Background: an optimization exercise with open tools, aiming at small area. Do not read the settings as production practice.
Where RTL was checked, it was by simulation tests only, not by an equivalence proof against the original.
Power is estimated from default activity; no workload was simulated.

the previous run:
Design checksum_packet_sync_top, start of the top module:
module checksum_packet_sync_top #(
  parameter int unsigned WORDS_PER_PACKET = 6
) (
  input  wire logic                        clk_i,
  input  wire logic                        rst_ni,
  input  wire logic                        in_valid_i,
  output logic                             in_stall_o,
  input  wire logic [cps_pkg::BYTE_W-1:0]  in_byte_i,
  output logic                             out_valid_o,
  input  wire logic                        out_stall_i,
  output logic [cps_pkg::WORD_W-1:0]       word_0_o,
  output logic [cps_pkg::WORD_W-1:0]       word_1_o,
  output logic [cps_pkg::WORD_W-1:0]       word_2_o,
  output logic [cps_pkg::WORD_W-1:0]       word_3_o,
  output logic [cps_pkg::WORD_W-1:0]       word_4_o
);
clock: 6.0 ns
lec_check: 0
abc_area: 0
cap_margin: 20
core_margin: 2
core_utilization: 55
cts_buf_list: sky130_fd_sc_hd__clkbuf_8
slew_margin: 20
run.sh (not shown) runs the stock make flow with config.mk's settings and CLKGATE_MAP_FILE= SYNTH_SCRIPT=/design/flow/synth_recipe.tcl, a recipe that flattens the netlist after the stock synthesis.
Input-level comparison between the current run and the previous run:
- CORE_UTILIZATION now 70, was 55
- CTS_BUF_LIST now sky130_fd_sc_hd__clkbuf_4 sky130_fd_sc_hd__clkbuf_2, was sky130_fd_sc_hd__clkbuf_8
- ABC_AREA now 1, was 0
Notes after the runs:
- Total of clock buffers placed in the layout on the current run is up relative to the previous run.
- Note that the synthesized instance count recorded for the current run amounts to 1.12 times the value seen in the previous run.
- Run comparison: the previous run cell type of the slowest stage on the worst timing path sky130_fd_sc_hd__fa_2; the current run cell type of the slowest stage on the worst timing path sky130_fd_sc_hd__fa_1
- The current run vs the previous run, finished layout cell area went down by 1.3%.
- The current run reports a lower power than the previous run does.
- Worst reg-to-reg path cell count, the previous run and the current run: higher on the current run
- For worst hold slack, the previous run and the current run come out practically identical.
- Relative to the previous run, ratio of final minimum period to clock period has decreased by 1.3 points in the current run.
- When the current run is measured against the previous run, its global-route wire length before repair turns out 2.5% lower.
Function was not checked in any run of this note: the RTL went through the layout flow alone.

---

checksum_packet_sync_top, a different RTL version from the one above (not shown whole).
Size in the first run: about 620 cells after synthesis, ~200 flip-flops, roughly 170 I/O pins, roughly 9100 µm² of cells after synthesis.
==> flow/config.mk <==
export PLATFORM = sky130hd
export DESIGN_NAME = checksum_packet_sync_top
export DESIGN_NICKNAME = checksum_packet_sync_top
export VERILOG_FILES = /design/flow/design.v
export SDC_FILE = /design/flow/constraint.sdc
export NUM_CORES = 4
export LEC_CHECK = 0
export ABC_AREA = 1
export CAP_MARGIN = 20
export CORE_MARGIN = 2
export CORE_UTILIZATION = 70
export CTS_BUF_LIST = sky130_fd_sc_hd__clkbuf_8
export CTS_CLUSTER_DIAMETER = 60
export CTS_CLUSTER_SIZE = 20
export SLEW_MARGIN = 20
==> flow/constraint.sdc <==
create_clock -name core_clock -period 6.0 [get_ports {clk_i}]
set_input_delay 1.2000 -clock core_clock [delete_from_list [all_inputs] [get_ports {clk_i}]]
set_output_delay 1.2000 -clock core_clock [all_outputs]
set_load 0.01 [all_outputs]
standard.sh (not shown) runs the stock make flow with config.mk's settings and CLKGATE_MAP_FILE= SYNTH_SCRIPT=/design/flow/synth_recipe.tcl, a recipe that flattens the netlist after the stock synthesis.
==> flow/flow/run.sh <==
#!/bin/bash
# The standard layout, with the port buffers made from the smallest buffer cell.
set -euo pipefail
bash standard.sh BUFFER_PORTS_ARGS="-buffer_cell sky130_fd_sc_hd__buf_1" finish > layout.log 2>&1
The starting point ran to the end with violations: negative setup slack.
Then changed:
- CTS_BUF_LIST: sky130_fd_sc_hd__clkbuf_8 -> sky130_fd_sc_hd__clkbuf_16
- CTS_CLUSTER_DIAMETER: 60 -> 80
- CTS_CLUSTER_SIZE: 20 -> 30
The changed run finished but failed the layout checks on negative setup slack.
Count of clock-buffer cells in the layout does not change.
Total power went up by 9.6%.
Design area went up by about 3.5%.
Setup slack got worse by 0.083 ns.
Register-to-register slack got worse by 0.08 ns.
Combinational power went up by about 7%.
Final cell count went up by about 1%.
Area after synthesis stays the same.
No run of this note included a check of the RTL's function; only the layout flow was run.

---

onyx:
Another version of the RTL of checksum_packet_sync_top (not shown whole).
Size: about 640 cells after synthesis, about 200 flip-flops, about 170 I/O pins, about 0.0094 mm² of cells after synthesis.
## checksum_packet_sync_top
module checksum_packet_sync_top #(
  parameter int unsigned WORDS_PER_PACKET = 6
) (
  input  wire logic                        clk_i,
  input  wire logic                        rst_ni,
  input  wire logic                        in_valid_i,
  output logic                             in_stall_o,
  input  wire logic [cps_pkg::BYTE_W-1:0]  in_byte_i,
  output logic                             out_valid_o,
  input  wire logic                        out_stall_i,
  output logic [cps_pkg::WORD_W-1:0]       word_0_o,
  output logic [cps_pkg::WORD_W-1:0]       word_1_o,
  output logic [cps_pkg::WORD_W-1:0]       word_2_o,
  output logic [cps_pkg::WORD_W-1:0]       word_3_o,
  output logic [cps_pkg::WORD_W-1:0]       word_4_o
);
Settings: LEC_CHECK=0, ABC_AREA=1, CAP_MARGIN=20, CORE_MARGIN=2, CORE_UTILIZATION=80, CTS_BUF_LIST=sky130_fd_sc_hd__clkbuf_8, CTS_CLUSTER_DIAMETER=60, CTS_CLUSTER_SIZE=20, SLEW_MARGIN=20; clock period 6.0 ns.
==> flow/flow/run.sh <==
#!/bin/bash
# The standard synthesis, then the standard layout steps with three changes:
#  - port buffers made from the smallest buffer cell (every port still gets one);
#  - the largest buffers and inverters kept out of placement and timing repair;
#  - clock tree synthesis without dummy loads.
# Each step's output goes to a log of its own here; ORFS's own logs are under orfs/logs.
set -euo pipefail
bash standard.sh synth > synth.log 2>&1
plat=$(sed -n '/^export DONT_USE_CELLS/,/^#/p' "$FLOW_HOME/platforms/sky130hd/config.mk" \
  | grep -o 'sky130_fd_sc_hd__[a-z0-9_]*' | tr '\n' ' ')
big="sky130_fd_sc_hd__buf_12 sky130_fd_sc_hd__buf_16 sky130_fd_sc_hd__buf_8 sky130_fd_sc_hd__buf_6
  sky130_fd_sc_hd__bufinv_8 sky130_fd_sc_hd__bufinv_16 sky130_fd_sc_hd__inv_6 sky130_fd_sc_hd__inv_8
  sky130_fd_sc_hd__inv_12 sky130_fd_sc_hd__inv_16 sky130_fd_sc_hd__clkinv_8 sky130_fd_sc_hd__clkinv_16
  sky130_fd_sc_hd__clkbuf_16 sky130_fd_sc_hd__bufbuf_8 sky130_fd_sc_hd__bufbuf_16"
cts="-sink_clustering_enable -repair_clock_nets -sink_clustering_size 20"
cts="$cts -sink_clustering_max_diameter 60 -buf_list {sky130_fd_sc_hd__clkbuf_4 sky130_fd_sc_hd__clkbuf_8} -dont_use_dummy_load"
bash standard.sh "DONT_USE_CELLS=$plat $(echo $big)" \
  BUFFER_PORTS_ARGS="-buffer_cell sky130_fd_sc_hd__buf_1" CTS_ARGS="$cts" finish > layout.log 2>&1
onyx has completed all stages; timing, DRC and antenna checks passed.
> inputs changed (onyx -> violet)
Settings: CAP_MARGIN changed from 20 to 0; SLEW_MARGIN changed from 20 to 0; CORE_UTILIZATION changed from 80 to 70.
==> flow/flow/run.sh <==
#!/bin/bash
# The standard layout after the standard synthesis, with the port buffers made from the
# smallest buffer cell and the largest buffers and inverters kept out of repair.
set -euo pipefail
bash standard.sh synth > synth.log 2>&1
export DONT_USE_CELLS="sky130_fd_sc_hd__buf_12 sky130_fd_sc_hd__buf_16 sky130_fd_sc_hd__bufinv_8 sky130_fd_sc_hd__bufinv_16 sky130_fd_sc_hd__inv_8 sky130_fd_sc_hd__inv_12 sky130_fd_sc_hd__inv_16 sky130_fd_sc_hd__clkinv_8 sky130_fd_sc_hd__clkinv_16 sky130_fd_sc_hd__clkbuf_16 sky130_fd_sc_hd__buf_8 sky130_fd_sc_hd__buf_6 sky130_fd_sc_hd__inv_6"
bash standard.sh BUFFER_PORTS_ARGS="-buffer_cell sky130_fd_sc_hd__buf_1" finish > layout.log 2>&1
## What came out
- As of violet, number of buffers other than clock buffers in the final layout had risen slightly compared to onyx.
- Going from onyx to violet, the met3 track demand over resource in global routing was found to have gone down by 1.6 points.
- Taking onyx as the reference, in violet cell depth of the worst flop-to-flop path has decreased, switching share of power has increased.
- In violet, the post-route cell area came out 310 µm² above the value in onyx.
- The per-cell routed wire length of violet falls short of that of onyx by 11%.
The following lists how quartz was set up differently from violet:
Settings: CORE_UTILIZATION now 85, was 70; SLEW_MARGIN now 20, was 0; CAP_MARGIN now 20, was 0.
==> flow/flow/run.sh <==
#!/bin/bash
# The standard synthesis, then the standard layout steps with three changes:
#  - port buffers made from the smallest buffer cell (every port still gets one);
#  - the largest buffers and inverters kept out of placement and timing repair;
#  - clock tree synthesis without dummy loads.
# Each step's output goes to a log of its own here; ORFS's own logs are under orfs/logs.
set -euo pipefail
bash standard.sh synth > synth.log 2>&1
plat=$(sed -n '/^export DONT_USE_CELLS/,/^#/p' "$FLOW_HOME/platforms/sky130hd/config.mk" \
  | grep -o 'sky130_fd_sc_hd__[a-z0-9_]*' | tr '\n' ' ')
big="sky130_fd_sc_hd__buf_12 sky130_fd_sc_hd__buf_16 sky130_fd_sc_hd__buf_8 sky130_fd_sc_hd__buf_6
  sky130_fd_sc_hd__bufinv_8 sky130_fd_sc_hd__bufinv_16 sky130_fd_sc_hd__inv_6 sky130_fd_sc_hd__inv_8
  sky130_fd_sc_hd__inv_12 sky130_fd_sc_hd__inv_16 sky130_fd_sc_hd__clkinv_8 sky130_fd_sc_hd__clkinv_16
  sky130_fd_sc_hd__clkbuf_16 sky130_fd_sc_hd__bufbuf_8 sky130_fd_sc_hd__bufbuf_16"
cts="-sink_clustering_enable -repair_clock_nets -sink_clustering_size 20"
cts="$cts -sink_clustering_max_diameter 60 -buf_list {sky130_fd_sc_hd__clkbuf_4 sky130_fd_sc_hd__clkbuf_8} -dont_use_dummy_load"
bash standard.sh "DONT_USE_CELLS=$plat $(echo $big)" \
  BUFFER_PORTS_ARGS="-buffer_cell sky130_fd_sc_hd__buf_1" CTS_ARGS="$cts" finish > layout.log 2>&1
==> results.txt <==
quartz failed in 3_5_place_dp with DPL-0033. quartz -> violet: share of synthesized cell area in and, or, nand and nor gates flat. From violet to quartz, synthesized-area fraction occupied by ao, oa, aoi and oai cells did not move at all. Final RePlAce weighted congestion was higher in the run labelled violet.
For amber, these inputs were changed with respect to quartz:
Settings: swapping 20 for 0 in SLEW_MARGIN; swapping 20 for 0 in CAP_MARGIN.
==> flow/flow/run.sh <==
#!/bin/bash
# The standard layout, with the port buffers made from the smallest buffer cell.
set -euo pipefail
bash standard.sh BUFFER_PORTS_ARGS="-buffer_cell sky130_fd_sc_hd__buf_1" finish > layout.log 2>&1
Findings:
Comparing amber against quartz, there is no change at all in floorplan die height. [compare] base=quartz new=amber: final weighted congestion in routability-driven placement lower, mean area per synthesized cell roughly the same, overall die width roughly the same, post-DP HPWL lower, count of mapped cells out of synthesis roughly the same. Reported for quartz and amber, total number of placement rows turned out identical to the last digit. amber: full flow OK, the timing, DRC and antenna checks passed.
What sierra does differently from amber at the input level:
Settings: changing SLEW_MARGIN from 0 to 20; changing CAP_MARGIN from 0 to 20.
==> flow/flow/run.sh <==
#!/bin/bash
# The standard synthesis, then the standard layout steps with three changes:
#  - port buffers made from the smallest buffer cell (every port still gets one);
#  - the largest buffers and inverters kept out of placement and timing repair;
#  - clock tree synthesis without dummy loads.
# Each step's output goes to a log of its own here; ORFS's own logs are under orfs/logs.
set -euo pipefail
bash standard.sh synth > synth.log 2>&1
plat=$(sed -n '/^export DONT_USE_CELLS/,/^#/p' "$FLOW_HOME/platforms/sky130hd/config.mk" \
  | grep -o 'sky130_fd_sc_hd__[a-z0-9_]*' | tr '\n' ' ')
big="sky130_fd_sc_hd__buf_12 sky130_fd_sc_hd__buf_16 sky130_fd_sc_hd__buf_8 sky130_fd_sc_hd__buf_6
  sky130_fd_sc_hd__bufinv_8 sky130_fd_sc_hd__bufinv_16 sky130_fd_sc_hd__inv_6 sky130_fd_sc_hd__inv_8
  sky130_fd_sc_hd__inv_12 sky130_fd_sc_hd__inv_16 sky130_fd_sc_hd__clkinv_8 sky130_fd_sc_hd__clkinv_16
  sky130_fd_sc_hd__clkbuf_16 sky130_fd_sc_hd__bufbuf_8 sky130_fd_sc_hd__bufbuf_16"
cts="-sink_clustering_enable -repair_clock_nets -sink_clustering_size 25"
cts="$cts -sink_clustering_max_diameter 80 -buf_list sky130_fd_sc_hd__clkbuf_8 -dont_use_dummy_load"
bash standard.sh "DONT_USE_CELLS=$plat $(echo $big)" \
  BUFFER_PORTS_ARGS="-buffer_cell sky130_fd_sc_hd__buf_1" CTS_ARGS="$cts" finish > layout.log 2>&1
==> results.txt <==
Delta (sierra minus amber): width of the chip ~0 delta, area after synthesis ~0 delta, net count after synthesis ~0 delta.
As far as count of standard-cell rows goes, sierra and amber are indistinguishable; the numbers are identical.
Mean instance size in the synthesized netlist: amber vs sierra identical
Run status, sierra: aborted in 3_5_place_dp, error DPL-0033
Between sierra and amber, the adder-cell area share of the yosys netlist does not differ in any meaningful way.
Re post-DP HPWL: amber was lower than sierra.
Proportion of synthesized chip area in sequential cells came out exactly the same in sierra and amber.
Share of synthesized cell area in and, or, nand and nor gates: sierra vs amber identical
Final weighted congestion in routability-driven placement in sierra is 0.69% above amber.

[what the ideal ports hide]
How much do the figures lean on ideal ports? The routed layouts below were timed once more, with nothing changed but the port constraints.
Step 1, drivers: a clkbuf_16 drives clk_i and a buf_2 each remaining input, both assumed.
Step 2 moves the port delays by t, midway between the first and last clock arrival at a register: inputs arrive t later, outputs are due t later. That takes back most of the time a late clock gives input paths.
Slacks: ideal / step 1 / step 2; pairs: ideal / step 1.
run	shift t [ns]	slack for setup (ns)	latest minus earliest clock arrival (ns)	pins driven straight from the clock port
the previous run	0.529	0.526 / 0.526 / 0.526	0.013 / 0.012	1
the current run	0.684	0.601 / 0.601 / 0.601	0.043 / 0.043	1
the first run of note 2	0.501	-0.265 / -0.265 / -0.265	0.020 / 0.020	1
the second run of note 2	0.478	-0.348 / -0.348 / -0.348	0.013 / 0.013	1
onyx	0.483	0.761 / 0.761 / 0.566	0.032 / 0.032	1
violet	0.490	0.758 / 0.758 / 0.603	0.011 / 0.011	1
amber	0.508	0.372 / 0.372 / 0.188	0.023 / 0.023	1
The setup slack of onyx, which loses most, moves by 0.000 ns with the drivers and by -0.195 ns with both steps.
